What follows belongs to an exercise in optimizing a design on an open flow for small area, a short achievable clock period and few clock cycles per item; a production flow would make more cautious choices.
At most, simulation tests tie the RTL to the original design; equivalence was not proved.
Power is estimated from default activity; no workload was simulated.

## fir_decimator_top
module fir_decimator_top
(
	input wire logic clk,
	input wire logic resetn,
	input wire logic in_valid,
	input wire fir_pkg::sample_t data_in,
	input wire logic out_credit,
	output logic in_credit,
	output logic out_valid,
	output fir_pkg::sample_t data_out
);
Size in the first run: about 850 cells after synthesis, ~150 flip-flops, roughly 16 I/O pins, about 8200 µm² of cells after synthesis.
==> flow/config.mk <==
export PLATFORM = sky130hd
export DESIGN_NAME = fir_decimator_top
export DESIGN_NICKNAME = fir_decimator_top
export VERILOG_FILES = /design/flow/design.v
export SDC_FILE = /design/flow/constraint.sdc
export NUM_CORES = 4
export LEC_CHECK = 0
export ABC_AREA = 1
export CAP_MARGIN = 20
export CORE_MARGIN = 2
export CORE_UTILIZATION = 40
export SETUP_SLACK_MARGIN = 4.2
export SLEW_MARGIN = 20
==> flow/constraint.sdc <==
create_clock -name core_clock -period 6.5 [get_ports {clk}]
set_input_delay 1.3000 -clock core_clock [delete_from_list [all_inputs] [get_ports {clk}]]
set_output_delay 1.3000 -clock core_clock [all_outputs]
set_load 0.01 [all_outputs]
run.sh (not shown) runs the stock make flow with config.mk's settings and CLKGATE_MAP_FILE= SYNTH_SCRIPT=/design/flow/synth_recipe.tcl, a recipe that flattens the netlist after the stock synthesis.
Testbench counts at the start, summed over its fixed seeds: cycles 12,024, results 2,400.
Then changed:
ABC_AREA = unset   (was 1)
SETUP_SLACK_MARGIN = 4.32   (was 4.2)
Via count shrinks by 8.2%.
Clock-buffer cell count rose by 1.
Final cell count is lower by 13%.
Critical path depth climbs by 6.
Clock skew climbs by 5.9 ps.
Hold slack is better by 4.9 ps.
Register-to-register slack is about the same.
Then changed:
ABC_AREA = 1   (was unset)
SETUP_SLACK_MARGIN = 4.3   (was 4.32)
Effect: Cell area decreases slightly; synthesized cell count climbs by a quarter to a third; die area rose slightly; worst hold slack got worse by 5.9 ps; core utilization came out lower by 1.7 points.


Another version of the RTL of fir_decimator_top (not shown whole).
For scale: roughly 150 flip-flops, about 7500 um2 of cells after synthesis.
make LEC_CHECK=0 CAP_MARGIN=20 CORE_MARGIN=2 CORE_UTILIZATION=40 SETUP_SLACK_MARGIN=4.29 SLEW_MARGIN=20 finish   # period 6.5 ns
The first run produced a clean layout.
Testbench counts at the start, summed over its fixed seeds: cycles 12,024, results 2,400.
Next try:
Settings changed: ABC_AREA from default to 1, SETUP_SLACK_MARGIN 4.29 to 4.27.
Die area is higher by 4.4%; final area grows by 2.5%; count of clock-buffer cells in the layout falls by 1; worst hold slack degrades by 0.0043 ns; wire length drops by 1.5%; power came out higher by 79%; first-iteration DRC count falls by 6.5%; non-clock buffer count goes down by 16; worst setup slack degrades by 0.035 ns; synthesized cell count increases by 24%.
Next try:
Settings changed: ABC_AREA 1 to default.
Result: Sequential cell count stays the same. Core utilization rises by 1.0 points. Total power decreases by 41%. Clock power stays flat. Sequential share of layout area rose by 0.63 points. Cell area fell by 1.8%. First-iteration DRC count is higher by 39%.
Next try:
Settings changed: PLACE_DENSITY from default to 0.75.
Total power is lower by 3.0%.
Routed wire length is lower by 0.98%.
Non-clock buffer count is higher by 1.
Area after synthesis does not change.
Sequential power hardly moves.
Count of clock-buffer cells in the layout is lower by 1.
Design area stays flat.
Synthesized cell count stays the same.
Clock power is lower by 4.7%.
Sequential share of layout area stays flat.
Critical path depth stays the same.
Next try:
Settings changed: PLACE_DENSITY 0.75 to default, SETUP_SLACK_MARGIN 4.27 to 4.31.
Wire length is higher by 4.2%.
Clock skew barely changes.
Synthesized area does not change.
Non-clock buffer count is higher by 4.
Synthesized cell count does not change.
Power is higher by 0.78%.
Next try:
Settings changed: CAP_MARGIN 20 to 5, SETUP_SLACK_MARGIN 4.31 to 4.27, SLEW_MARGIN 20 to 5.
The changed run finished with timing, DRC and antenna clean. Cell count decreases by 0.72%. Non-clock buffer count fell by 5. Flip-flop and latch count stays the same. Via count shrinks by 1.8%. Synthesized area stays the same. Count of clock-buffer cells in the layout fell by 2.


job 9727:
fir_decimator_top, a different RTL version from the one above (not shown whole).
Size in the first run: ~680 cells after synthesis, roughly 16 I/O pins.
export LEC_CHECK = 0
export CAP_MARGIN = 20
export CORE_MARGIN = 2
export CORE_UTILIZATION = 40
export CTS_BUF_LIST = sky130_fd_sc_hd__clkbuf_8
export SETUP_SLACK_MARGIN = 4.25
export SLEW_MARGIN = 20
create_clock -name core_clock -period 6.5 [get_ports {clk}]
Job 9727 ended with every stage complete and zero timing, DRC or antenna violations.
Relative to job 9727, the following input files were edited for job 362:
- CTS_CLUSTER_SIZE now 50, previously not set
- SETUP_SLACK_MARGIN now 4.35, was 4.25
- CTS_CLUSTER_DIAMETER now 100, previously not set
- CTS_BUF_LIST no longer set, was sky130_fd_sc_hd__clkbuf_8
Findings:
- Job 362: arrival time at the worst endpoint is 40 ps lower than what job 9727 reported.
- Summary — met2 track utilization from global routing, job 362 relative to job 9727: lower, by 1.0 points.
- Comparing job 9727 with job 362, the per-instance average area after synthesis came out essentially unchanged.
- Diff job 9727 -> job 362: area growth from synthesis to layout now sits higher, highest clock frequency the design can meet climbed 2.1%, worst hold slack went down, routed wire length on met2 lower, total placed instance area did not really move.
- Job 362 vs. job 9727: power went up by about 14%; critical path depth held.
- Last element of the critical path: data_out[3] -> job 362, data_out[2] -> job 9727
Inputs modified between job 362 and job 6747:
- a deleted CTS_CLUSTER_DIAMETER that had been 100
- a deleted CTS_CLUSTER_SIZE that had been 50
- a change of SETUP_SLACK_MARGIN from 4.35 to 4.32
Notes after the runs:
Between job 362 and job 6747, the total sequential power figures differ only marginally.
Re via count: job 362 and job 6747 aren't equal, and the lower value belongs to job 6747.
Summary of job 6747 over job 362: post-route cell area -about 0.55%; share of the cycle needed by the critical path after routing +0.20 points; first-pass GRT wire length +220 µm; minimum clock period +13 ps; worst hold margin ~0 delta.
Critical path startpoint = res[3]$_DFFE_PP_: job 362; critical path startpoint = res[4]$_DFFE_PP_: job 6747
Taking job 362 as the reference point, the final-layout clock-cell area share of job 6747 rises by 0.19 points.
No run of this note included a check of the RTL's function; only the layout flow was run.


== north ==
fir_decimator_top again, from the RTL that the note above started with.
export LEC_CHECK = 0
export CAP_MARGIN = 20
export CORE_MARGIN = 2
export CORE_UTILIZATION = 40
export SETUP_SLACK_MARGIN = 4.25
export SLEW_MARGIN = 20
create_clock -name core_clock -period 6.5 [get_ports {clk}]
north reached the final stage; the timing, DRC and antenna checks on its layout passed.
Input-level comparison between south and north:
- putting CTS_BUF_LIST at sky130_fd_sc_hd__clkbuf_4 sky130_fd_sc_hd__clkbuf_8 where nothing was set
Findings:
Wire length delta (south − north): favourable
The more densely filled core belongs to north, not south.
NOTE cell leakage power north->south decreased slightly
Area occupied by multi-input gates (higher): north
Looking at part of the total power dissipated in the clock network, south sits below north.
Comparing south against north, there is no change at all in number of instances on the worst hold path.
Function was not checked in any run of this note: the RTL went through the layout flow alone.


Setup of try-zinc:
fir_decimator_top with an RTL version that a note above also has.
For scale: ~850 cells after synthesis, ~150 flip-flops.
clock: 6.5 ns
lec_check: 0
abc_area: 1
cap_margin: 20
core_margin: 2
core_utilization: 40
setup_slack_margin: 4.27
slew_margin: 20
Testbench counts of try-zinc, summed over its fixed seeds: cycles 12,024, results 2,400.
Modified inputs, try-xenon compared to try-zinc
- SETUP_SLACK_MARGIN: 4.27 -> 4.32
Results
Across try-xenon and try-zinc, none had a timing, DRC or antenna violation. [compare] base=try-zinc new=try-xenon: worst hold slack now sits higher, final critical-path required period has decreased, met2 usage fell by 0.56 points, fraction of final layout cells with drive strength greater than 1 increased 2.0 points. Compared to try-zinc, try-xenon has number of resized instances in the post-cts repair step 7.3% higher. On clock group power, try-xenon does worse than try-zinc. The run with more routed wire is try-xenon, not try-zinc.
The inputs of try-juniper differ from those of try-xenon as listed below.
- SETUP_SLACK_MARGIN now 4.1, was 4.32
[summary]
| clock-buffer cell count | try-juniper vs try-xenon | ≈ equal |
Diff try-xenon -> try-juniper | fraction of met3 tracks used by global routing | decrease of 0.75 points
Taking try-xenon as the reference, in try-juniper overall power saw a decrease; synthesis-to-layout area growth saw a decrease; share of final-layout standard cells stronger than drive strength 1 saw a decrease; clock power saw a decrease.
Between try-xenon and try-juniper, the cell count went down.
The summed area of non-filler cells in the final layout in try-juniper sits 2.9% below the value recorded for try-xenon.
Worst hold slack was lower in the run labelled try-juniper.


fir_decimator_top with an RTL version that a note above also has.
For scale: about 690 cells after synthesis, about 0.0075 mm² of cells after synthesis.
clock: 6.5 ns
lec_check: 0
cap_margin: 20
core_margin: 2
core_utilization: 40
cts_buf_list: sky130_fd_sc_hd__clkbuf_8
setup_slack_margin: 4.27
slew_margin: 20
Testbench counts at the start, summed over its fixed seeds: cycles 12,024, results 2,400.
Edit:
- ABC_AREA: unset -> 1
- CTS_BUF_LIST: sky130_fd_sc_hd__clkbuf_8 -> unset
- SETUP_SLACK_MARGIN: 4.27 -> 4.3
After rerunning: Clock power rises by 27%. Non-clock buffer count decreases by 18. Via count increases by 7.9%. Worst hold slack loses 0.015 ns. Synthesized cell count goes up by 24%. Fmax stays flat. Die area went up by 4.4%. First-iteration DRC count goes up by 7.8%. Register-to-register slack is about the same. Global-route usage drops by 0.99 points.

==> afterwards: timing with drivers on the ports <==
How much do the figures lean on ideal ports? The routed layouts below were timed once more, with nothing changed but the port constraints. Step 1, drivers: a clkbuf_16 drives clk and a buf_2 each remaining input, both assumed. Step 2 adds t to the input delays and takes it off the output delays; t is the mean of the earliest and latest rising clock arrival at the registers after step 1. Input paths then give back, and output paths get back, about the clock's delay inside the block. Slacks: ideal ports / drivers / drivers and shift; pairs: ideal ports / drivers.
run | t (ns) | slack for setup (ns) | clock arrival spread, ns | slew at the worst register clock pin (ns) | worst slew at a driven data input, ns
the first run of note 1 | 0.462 | 4.253 / 4.211 / 3.899 | 0.014 / 0.014 | 0.07 / 0.07 | 0.03
the second run of note 1 | 0.465 | 4.305 / 4.274 / 3.959 | 0.017 / 0.016 | 0.07 / 0.07 | 0.03
the third run of note 1 | 0.462 | 4.317 / 4.274 / 3.974 | 0.010 / 0.010 | 0.07 / 0.07 | 0.03
the first run of note 2 | 0.463 | 4.320 / 4.278 / 3.948 | 0.007 / 0.007 | 0.06 / 0.06 | 0.03
the second run of note 2 | 0.465 | 4.285 / 4.260 / 3.961 | 0.009 / 0.009 | 0.06 / 0.06 | 0.03
the third run of note 2 | 0.462 | 4.294 / 4.274 / 3.895 | 0.008 / 0.008 | 0.07 / 0.07 | 0.03
the fourth run of note 2 | 0.471 | 4.297 / 4.268 / 3.888 | 0.009 / 0.010 | 0.07 / 0.07 | 0.03
the fifth run of note 2 | 0.471 | 4.226 / 4.226 / 3.922 | 0.010 / 0.010 | 0.07 / 0.07 | 0.03
the sixth run of note 2 | 0.462 | 4.294 / 4.274 / 3.895 | 0.008 / 0.008 | 0.07 / 0.07 | 0.03
job 9727 | 0.495 | 4.209 / 4.172 / 3.860 | 0.016 / 0.016 | 0.10 / 0.10 | 0.03
job 362 | 0.468 | 4.255 / 4.213 / 3.977 | 0.009 / 0.009 | 0.07 / 0.07 | 0.03
job 6747 | 0.469 | 4.242 / 4.200 / 3.937 | 0.004 / 0.004 | 0.07 / 0.07 | 0.03
north | 0.466 | 4.259 / 4.215 / 3.944 | 0.008 / 0.008 | 0.07 / 0.07 | 0.03
south | 0.495 | 4.208 / 4.171 / 3.860 | 0.016 / 0.016 | 0.10 / 0.10 | 0.03
try-zinc | 0.470 | 4.298 / 4.255 / 3.916 | 0.010 / 0.010 | 0.07 / 0.07 | 0.03
try-xenon | 0.465 | 4.311 / 4.266 / 4.027 | 0.009 / 0.010 | 0.07 / 0.07 | 0.03
try-juniper | 0.466 | 4.133 / 4.089 / 3.716 | 0.012 / 0.012 | 0.06 / 0.06 | 0.03
the first run of note 6 | 0.490 | 4.272 / 4.234 / 3.842 | 0.016 / 0.016 | 0.10 / 0.10 | 0.03
the second run of note 6 | 0.465 | 4.278 / 4.267 / 3.943 | 0.011 / 0.011 | 0.06 / 0.06 | 0.03
After both steps setup and hold are still met in every run listed. For the first run of note 6, which loses most, drivers alone change the setup slack by -0.038 ns; drivers and shift together by -0.430 ns.
